Source: an optimization exercise on an open RTL-to-GDS flow (aim: small area, a short achievable clock period and few clock cycles per item). Production flows keep margins and buffers that such runs may drop. Power and IR drop assume default switching activity.

==> inputs of run a <==
==> flow/design.v <==
package alu_pkg;
  localparam int XLEN       = 32;
  localparam int REG_ADDR_W = 5;
  localparam int NUM_REGS   = 32;
  localparam int                    APB_ADDR_W    = 12;
  localparam logic [APB_ADDR_W-1:0] ADDR_INSTR    = 12'h000;
  localparam logic [APB_ADDR_W-1:0] ADDR_REG_BASE = 12'h080;
  localparam logic [6:0] OPC_OP_IMM = 7'b0010011;
  localparam logic [6:0] OPC_OP     = 7'b0110011;
  localparam logic [6:0] OPC_LUI    = 7'b0110111;
  localparam logic [2:0] F3_ADD_SUB = 3'b000;
  localparam logic [2:0] F3_SLL     = 3'b001;
  localparam logic [2:0] F3_SLT     = 3'b010;
  localparam logic [2:0] F3_SLTU    = 3'b011;
  localparam logic [2:0] F3_XOR     = 3'b100;
  localparam logic [2:0] F3_SR      = 3'b101;
  localparam logic [2:0] F3_OR      = 3'b110;
  localparam logic [2:0] F3_AND     = 3'b111;
  localparam logic [6:0] F7_BASE = 7'b0000000;
  localparam logic [6:0] F7_ALT  = 7'b0100000;
  localparam int CTL_W     = 11;
  localparam int CTL_SUB   = 0;    
  localparam int CTL_ADD   = 1;    
  localparam int CTL_SLT   = 2;    
  localparam int CTL_SLTU  = 3;    
  localparam int CTL_XOR   = 4;    
  localparam int CTL_OR    = 5;    
  localparam int CTL_AND   = 6;    
  localparam int CTL_SLL   = 7;    
  localparam int CTL_SRL   = 8;    
  localparam int CTL_SRA   = 9;    
  localparam int CTL_PASSB = 10;   
endpackage
`timescale 1ns/10ps
module alu_regfile (
  input  logic                         in_clk,
  input  logic                         in_rst,
  input  logic [alu_pkg::NUM_REGS-1:1] rsel_1_i,
  input  logic [alu_pkg::NUM_REGS-1:1] rsel_2_i,
  input  logic [alu_pkg::NUM_REGS-1:1] we_i,
  input  logic [alu_pkg::XLEN-1:0]     wdata_i,
  output logic [alu_pkg::XLEN-1:0]     rdata_1_o,
  output logic [alu_pkg::XLEN-1:0]     rdata_2_o
);
  localparam int N = alu_pkg::NUM_REGS;
  localparam int W = alu_pkg::XLEN;
  logic [W-1:0] regs [1:N-1];
  logic [N-1:1] valid;
  for (genvar i = 1; i < N; i++) begin : g_word
    always_ff @(posedge in_clk or negedge in_rst) begin
      if (!in_rst) begin
        valid[i] <= 1'b0;
      end else if (we_i[i]) begin
        valid[i] <= 1'b1;
      end
    end
    always_ff @(posedge in_clk) begin
      if (we_i[i]) begin
        regs[i] <= wdata_i;
      end
    end
  end
  always_comb begin
    rdata_1_o = '0;
    rdata_2_o = '0;
    for (int i = 1; i < N; i++) begin
      rdata_1_o = rdata_1_o | ({W{rsel_1_i[i] & valid[i]}} & regs[i]);
      rdata_2_o = rdata_2_o | ({W{rsel_2_i[i] & valid[i]}} & regs[i]);
    end
  end
endmodule
`timescale 1ns/10ps
module alu_decoder (
  input  logic [alu_pkg::XLEN-1:0] instr_i,
  output logic [alu_pkg::CTL_W-1:0] ctl_o,
  output logic                     use_imm_o,
  output logic                     lui_o,
  output logic                     illegal_o
);
  logic [6:0] opcode;
  logic [2:0] funct3;
  logic [6:0] funct7;
  assign opcode = instr_i[6:0];
  assign funct3 = instr_i[14:12];
  assign funct7 = instr_i[31:25];
  always_comb begin
    ctl_o     = '0;
    use_imm_o = 1'b0;
    lui_o     = 1'b0;
    illegal_o = 1'b1;
    case (opcode)
      alu_pkg::OPC_LUI: begin
        ctl_o[alu_pkg::CTL_PASSB] = 1'b1;
        use_imm_o   = 1'b1;
        lui_o       = 1'b1;
        illegal_o   = 1'b0;
      end
      alu_pkg::OPC_OP_IMM: begin
        use_imm_o = 1'b1;
        illegal_o = 1'b0;
        case (funct3)
          alu_pkg::F3_ADD_SUB: ctl_o[alu_pkg::CTL_ADD] = 1'b1;
          alu_pkg::F3_SLT:     begin ctl_o[alu_pkg::CTL_SLT]  = 1'b1; ctl_o[alu_pkg::CTL_SUB] = 1'b1; end
          alu_pkg::F3_SLTU:    begin ctl_o[alu_pkg::CTL_SLTU] = 1'b1; ctl_o[alu_pkg::CTL_SUB] = 1'b1; end
          alu_pkg::F3_XOR:     ctl_o[alu_pkg::CTL_XOR] = 1'b1;
          alu_pkg::F3_OR:      ctl_o[alu_pkg::CTL_OR]  = 1'b1;
          alu_pkg::F3_AND:     ctl_o[alu_pkg::CTL_AND] = 1'b1;
          alu_pkg::F3_SLL: begin
            ctl_o[alu_pkg::CTL_SLL] = 1'b1;
            illegal_o = (funct7 != alu_pkg::F7_BASE);
          end
          default: begin
            if (funct7 == alu_pkg::F7_BASE) begin
              ctl_o[alu_pkg::CTL_SRL] = 1'b1;
            end else if (funct7 == alu_pkg::F7_ALT) begin
              ctl_o[alu_pkg::CTL_SRA] = 1'b1;
            end else begin
              illegal_o = 1'b1;
            end
          end
        endcase
      end
      alu_pkg::OPC_OP: begin
        illegal_o = 1'b0;
        case ({funct7, funct3})
          {alu_pkg::F7_BASE, alu_pkg::F3_ADD_SUB}: ctl_o[alu_pkg::CTL_ADD] = 1'b1;
          {alu_pkg::F7_ALT,  alu_pkg::F3_ADD_SUB}: begin ctl_o[alu_pkg::CTL_ADD]  = 1'b1; ctl_o[alu_pkg::CTL_SUB] = 1'b1; end
          {alu_pkg::F7_BASE, alu_pkg::F3_SLL}:     ctl_o[alu_pkg::CTL_SLL] = 1'b1;
          {alu_pkg::F7_BASE, alu_pkg::F3_SLT}:     begin ctl_o[alu_pkg::CTL_SLT]  = 1'b1; ctl_o[alu_pkg::CTL_SUB] = 1'b1; end
          {alu_pkg::F7_BASE, alu_pkg::F3_SLTU}:    begin ctl_o[alu_pkg::CTL_SLTU] = 1'b1; ctl_o[alu_pkg::CTL_SUB] = 1'b1; end
          default:                                 illegal_o = 1'b1;
        endcase
      end
      default: begin
        illegal_o = 1'b1;
      end
    endcase
  end
endmodule
`timescale 1ns/10ps
module alu_execute (
  input  logic [alu_pkg::CTL_W-1:0] ctl_i,
  input  logic [alu_pkg::XLEN-1:0]  opa_i,
  input  logic [alu_pkg::XLEN-1:0]  opb_i,
  output logic [alu_pkg::XLEN-1:0]  result_o
);
  localparam int W = alu_pkg::XLEN;
  logic [W-1:0] b_inv;
  logic [W:0]   sum;
  logic         ltu;
  logic         lts;
  logic [W-1:0] shl;
  logic [W-1:0] shr;
  logic         fill;
  assign b_inv = opb_i ^ {W{ctl_i[alu_pkg::CTL_SUB]}};
  assign sum   = {1'b0, opa_i} + {1'b0, b_inv} + {{W{1'b0}}, ctl_i[alu_pkg::CTL_SUB]};
  assign ltu   = ~sum[W];
  assign lts   = (opa_i[W-1] ^ opb_i[W-1]) ? opa_i[W-1] : ltu;
  assign fill = ctl_i[alu_pkg::CTL_SRA] & opa_i[W-1];
  assign shl  = opa_i << opb_i[4:0];
  assign shr  = W'($signed({fill, opa_i}) >>> opb_i[4:0]);
  assign result_o = ({W{ctl_i[alu_pkg::CTL_ADD]}}   & sum[W-1:0])
                  | ({W{ctl_i[alu_pkg::CTL_SLT]}}   & {{(W-1){1'b0}}, lts})
                  | ({W{ctl_i[alu_pkg::CTL_SLTU]}}  & {{(W-1){1'b0}}, ltu})
                  | ({W{ctl_i[alu_pkg::CTL_XOR]}}   & (opa_i ^ opb_i))
                  | ({W{ctl_i[alu_pkg::CTL_OR]}}    & (opa_i | opb_i))
                  | ({W{ctl_i[alu_pkg::CTL_AND]}}   & (opa_i & opb_i))
                  | ({W{ctl_i[alu_pkg::CTL_SLL]}}   & shl)
                  | ({W{ctl_i[alu_pkg::CTL_SRL] | ctl_i[alu_pkg::CTL_SRA]}} & shr)
                  | ({W{ctl_i[alu_pkg::CTL_PASSB]}} & opb_i);
endmodule
`timescale 1ns/10ps
module alu_apb_slave (
  input  logic                            in_clk,
  input  logic                            in_rst,
  input  logic [alu_pkg::APB_ADDR_W-1:0]  paddr_i,
  input  logic                            psel_i,
  input  logic                            penable_i,
  input  logic                            pwrite_i,
  input  logic [alu_pkg::XLEN-1:0]        pwdata_i,
  input  logic [alu_pkg::CTL_W-1:0]       ctl_i,
  input  logic                            illegal_i,
  output logic                            pready_o,
  output logic                            pslverr_o,
  output logic                            reg_win_o,
  output logic [alu_pkg::REG_ADDR_W-1:0]  raddr_1_o,
  output logic [alu_pkg::REG_ADDR_W-1:0]  raddr_2_o,
  output logic                            wr_en_o,
  output logic [alu_pkg::REG_ADDR_W-1:0]  wreg_o,
  output logic [alu_pkg::CTL_W-1:0]       ctl_o
);
  logic instr_hit;
  logic reg_hit;
  logic instr_ok;
  logic access_q;
  logic err_q;
  logic wr_q;
  assign reg_win_o = paddr_i[7];
  assign instr_hit = (paddr_i == alu_pkg::ADDR_INSTR);
  assign reg_hit   = (paddr_i[alu_pkg::APB_ADDR_W-1:7] == 5'b00001) && (paddr_i[1:0] == 2'b00);
  assign instr_ok  = instr_hit & pwrite_i & ~illegal_i;
  assign raddr_1_o = reg_win_o ? paddr_i[6:2] : pwdata_i[19:15];
  assign raddr_2_o = pwdata_i[24:20];
  always_ff @(posedge in_clk or negedge in_rst) begin
    if (!in_rst) begin
      access_q <= 1'b0;
    end else begin
      access_q <= psel_i & ~penable_i;
    end
  end
  always_ff @(posedge in_clk) begin
    err_q  <= ~(instr_ok | reg_hit);
    wr_q   <= (instr_ok & (pwdata_i[11:7] != '0)) | (reg_hit & pwrite_i);
    wreg_o <= reg_win_o ? paddr_i[6:2] : pwdata_i[11:7];
    ctl_o  <= reg_win_o ? alu_pkg::CTL_W'(1) << alu_pkg::CTL_PASSB : ctl_i;
  end
  assign pready_o  = access_q;
  assign pslverr_o = err_q;
  assign wr_en_o   = access_q & wr_q;
endmodule
`timescale 1ns/10ps
module alu_exec_top (
  input  logic                           in_clk,
  input  logic                           in_rst,
  input  logic [alu_pkg::APB_ADDR_W-1:0] paddr_i,
  input  logic                           psel_i,
  input  logic                           penable_i,
  input  logic                           pwrite_i,
  input  logic [alu_pkg::XLEN-1:0]       pwdata_i,
  output logic [alu_pkg::XLEN-1:0]       prdata_o,
  output logic                           pready_o,
  output logic                           pslverr_o
);
  localparam int N = alu_pkg::NUM_REGS;
  localparam int W = alu_pkg::XLEN;
  logic [alu_pkg::CTL_W-1:0]      dec_ctl;
  logic                           dec_use_imm;
  logic                           dec_lui;
  logic                           dec_illegal;
  logic [alu_pkg::CTL_W-1:0]      ctl;
  logic                           reg_win;
  logic [alu_pkg::REG_ADDR_W-1:0] raddr_1;
  logic [alu_pkg::REG_ADDR_W-1:0] raddr_2;
  logic [N-1:1]                   rsel_1;
  logic [N-1:1]                   rsel_2;
  logic [N-1:1]                   we;
  logic                           wr_en;
  logic [alu_pkg::REG_ADDR_W-1:0] wreg;
  logic [W-1:0]                   rdata_1;
  logic [W-1:0]                   rdata_2;
  logic [W-1:0]                   opa_q;
  logic [W-1:0]                   opb_q;
  logic [W-1:0]                   result;
  alu_decoder u_decoder (
    .instr_i   (pwdata_i),
    .ctl_o     (dec_ctl),
    .use_imm_o (dec_use_imm),
    .lui_o     (dec_lui),
    .illegal_o (dec_illegal)
  );
  alu_apb_slave u_apb_slave (
    .in_clk    (in_clk),
    .in_rst    (in_rst),
    .paddr_i   (paddr_i),
    .psel_i    (psel_i),
    .penable_i (penable_i),
    .pwrite_i  (pwrite_i),
    .pwdata_i  (pwdata_i),
    .ctl_i     (dec_ctl),
    .illegal_i (dec_illegal),
    .pready_o  (pready_o),
    .pslverr_o (pslverr_o),
    .reg_win_o (reg_win),
    .raddr_1_o (raddr_1),
    .raddr_2_o (raddr_2),
    .wr_en_o   (wr_en),
    .wreg_o    (wreg),
    .ctl_o     (ctl)
  );
  for (genvar i = 1; i < N; i++) begin : g_sel
    assign rsel_1[i] = (raddr_1 == i);
    assign rsel_2[i] = (raddr_2 == i);
    assign we[i]     = wr_en && (wreg == i);
  end
  alu_regfile u_regfile (
    .in_clk    (in_clk),
    .in_rst    (in_rst),
    .rsel_1_i  (rsel_1),
    .rsel_2_i  (rsel_2),
    .we_i      (we),
    .wdata_i   (result),
    .rdata_1_o (rdata_1),
    .rdata_2_o (rdata_2)
  );
  always_ff @(posedge in_clk) begin
    opa_q <= rdata_1;
    if (reg_win) begin
      opb_q <= pwdata_i;
    end else if (dec_lui) begin
      opb_q <= {pwdata_i[31:12], 12'b0};
    end else if (dec_use_imm) begin
      opb_q <= {{(W-12){pwdata_i[31]}}, pwdata_i[31:20]};
    end else begin
      opb_q <= rdata_2;
    end
  end
  assign prdata_o = opa_q;
  alu_execute u_execute (
    .ctl_i    (ctl),
    .opa_i    (opa_q),
    .opb_i    (opb_q),
    .result_o (result)
  );
endmodule
==> flow/run.sh <==
#!/bin/bash
# synth_recipe.tcl (not shown) runs the flow's synth.tcl, then flattens the netlist and writes it again
# the make line also repeats each setting of config.mk as NAME=value (left out here)
make -C /OpenROAD-flow-scripts/flow DESIGN_CONFIG=/design/flow/config.mk WORK_HOME=/design/flow/orfs CLKGATE_MAP_FILE= SYNTH_SCRIPT=/design/flow/synth_recipe.tcl finish
==> flow/config.mk <==
export PLATFORM = sky130hd
export DESIGN_NAME = alu_exec_top
export DESIGN_NICKNAME = alu_exec_top
export VERILOG_FILES = /design/flow/design.v
export SDC_FILE = /design/flow/constraint.sdc
export NUM_CORES = 4
export LEC_CHECK = 0
export CAP_MARGIN = 20
export CELL_PAD_IN_SITES_DETAIL_PLACEMENT = 1
export CELL_PAD_IN_SITES_GLOBAL_PLACEMENT = 2
export CORE_MARGIN = 2
export CORE_UTILIZATION = 40
export CTS_BUF_LIST = sky130_fd_sc_hd__clkbuf_8
export CTS_CLUSTER_DIAMETER = 50
export CTS_CLUSTER_SIZE = 16
export PLACE_DENSITY = 0.6
export SETUP_SLACK_MARGIN = 4
export SLEW_MARGIN = 20
==> flow/constraint.sdc <==
create_clock -name core_clock -period 8.0 [get_ports {in_clk}]
set_input_delay 1.6000 -clock core_clock [delete_from_list [all_inputs] [get_ports {in_clk}]]
set_output_delay 1.6000 -clock core_clock [all_outputs]
set_load 0.01 [all_outputs]
==> run b (differences from run a) <==
--- a/flow/design.v
+++ b/flow/design.v
@@ -147,3 +147,2 @@
   localparam int W = alu_pkg::XLEN;
-  logic [W-1:0] b_inv;
   logic [W:0]   sum;
@@ -154,6 +153,5 @@
   logic         fill;
-  assign b_inv = opb_i ^ {W{ctl_i[alu_pkg::CTL_SUB]}};
-  assign sum   = {1'b0, opa_i} + {1'b0, b_inv} + {{W{1'b0}}, ctl_i[alu_pkg::CTL_SUB]};
+  assign sum   = {1'b0, opa_i} + {1'b0, opb_i} + {{W{1'b0}}, ctl_i[alu_pkg::CTL_SUB]};
   assign ltu   = ~sum[W];
-  assign lts   = (opa_i[W-1] ^ opb_i[W-1]) ? opa_i[W-1] : ltu;
+  assign lts   = (opa_i[W-1] ^ ~opb_i[W-1]) ? opa_i[W-1] : ltu;
   assign fill = ctl_i[alu_pkg::CTL_SRA] & opa_i[W-1];
@@ -250,2 +248,3 @@
   logic [W-1:0]                   rdata_2;
+  logic [W-1:0]                   opb;
   logic [W-1:0]                   opa_q;
@@ -294,14 +293,17 @@
   );
-  always_ff @(posedge in_clk) begin
-    opa_q <= rdata_1;
+  always_comb begin
     if (reg_win) begin
-      opb_q <= pwdata_i;
+      opb = pwdata_i;
     end else if (dec_lui) begin
-      opb_q <= {pwdata_i[31:12], 12'b0};
+      opb = {pwdata_i[31:12], 12'b0};
     end else if (dec_use_imm) begin
-      opb_q <= {{(W-12){pwdata_i[31]}}, pwdata_i[31:20]};
+      opb = {{(W-12){pwdata_i[31]}}, pwdata_i[31:20]};
     end else begin
-      opb_q <= rdata_2;
+      opb = rdata_2;
     end
   end
+  always_ff @(posedge in_clk) begin
+    opa_q <= rdata_1;
+    opb_q <= opb ^ {W{dec_ctl[alu_pkg::CTL_SUB] & ~reg_win}};
+  end
   assign prdata_o = opa_q;
==> flow/flow/run.sh (new file) <==
#!/bin/bash
# The standard layout with extra ORFS settings on make's command line
set -euo pipefail
bash standard.sh 'BUFFER_PORTS_ARGS=-buffer_cell sky130_fd_sc_hd__buf_4' finish > make_finish.log 2>&1
==> flow/standard.sh (new file) <==
#!/bin/bash
# synth_recipe.tcl (not shown) runs the flow's synth.tcl, then flattens the netlist and writes it again
# the make line also repeats each setting of config.mk as NAME=value (left out here)
make -C /OpenROAD-flow-scripts/flow DESIGN_CONFIG=/design/flow/config.mk WORK_HOME=/design/flow/orfs CLKGATE_MAP_FILE= SYNTH_SCRIPT=/design/flow/synth_recipe.tcl "${@:-finish}"
removed: flow/run.sh
==> qor summary <==
Biggest fanout along the worst timing path: run b 11; run a 15
Vias/cell: run b 7.92; run a 7.86
Footprint of the multi-input gates: run b 18800 µm²; run a 19200 µm²
Comb. pwr: run b 0.446 mW; run a 0.453 mW
Data required time at the worst endpoint: run b 8.78 ns; run a 8.80 ns
Proportion of cell area occupied by registers: run b 0.547; run a 0.545
Max Clk Rate: run b 0.238 GHz; run a 0.244 GHz
Layout cells sized above 1: run b 0.202; run a 0.174
Power Internal: run b 8.44 mW; run a 8.29 mW
Layout clock buffer count: run b 139; run a 136
Share of the yosys chip area belonging to registers: run b 0.618; run a 0.616
Compound-gate portion of the synthesized area: run b 0.205; run a 0.203
Status: run b failed layout checks; run a finished clean
Violated checks: run b slew limit; run a -
Placed cell count: run b 5560; run a 5629
PD cells: run b 192 nW/µm²; run a 187 nW/µm²
Non-clock buffer count in the final layout: run b 287; run a 277
# nets final: run b 4086; run a 4183
Die height: run b 365 µm; run a 366 µm
Post-route cell area: run b 59000 µm²; run a 59300 µm²
Total net switching power: run b 2.86 mW; run a 2.77 mW
Met3 global-route usage: run b 0.162; run a 0.149
No run of this note included a check of the RTL's function; only the layout flow was run.

[afterwards: timing with drivers on the ports]
In the flow no input, the clock included, has a driving cell. The finished layouts below were timed again as built, in two steps.
Step 1 (the two cells are an assumption about what drives the block):
set clk [get_ports {in_clk}]
set_driving_cell -lib_cell sky130_fd_sc_hd__clkbuf_16 $clk
set_driving_cell -lib_cell sky130_fd_sc_hd__buf_2 [delete_from_list [all_inputs] $clk]
Step 2 moves the port delays by t, midway between the first and last clock arrival at a register: inputs arrive t later, outputs are due t later. That takes back most of the time a late clock gives input paths.
a / b / c = ideal / step 1 / step 2; a / b = the first two.
run	t, ns	setup WS [ns]	worst setup path at the end	worst register clock-pin slew, ns	worst slew at a driven data input, ns
run a	0.978	3.894 / 3.883 / 2.969	input to register	0.10 / 0.10	0.04
run b	0.988	3.796 / 3.830 / 2.842	input to register	0.11 / 0.11	0.05
The setup slack of run b, which loses most, moves by +0.034 ns with the drivers and by -0.954 ns with both steps.
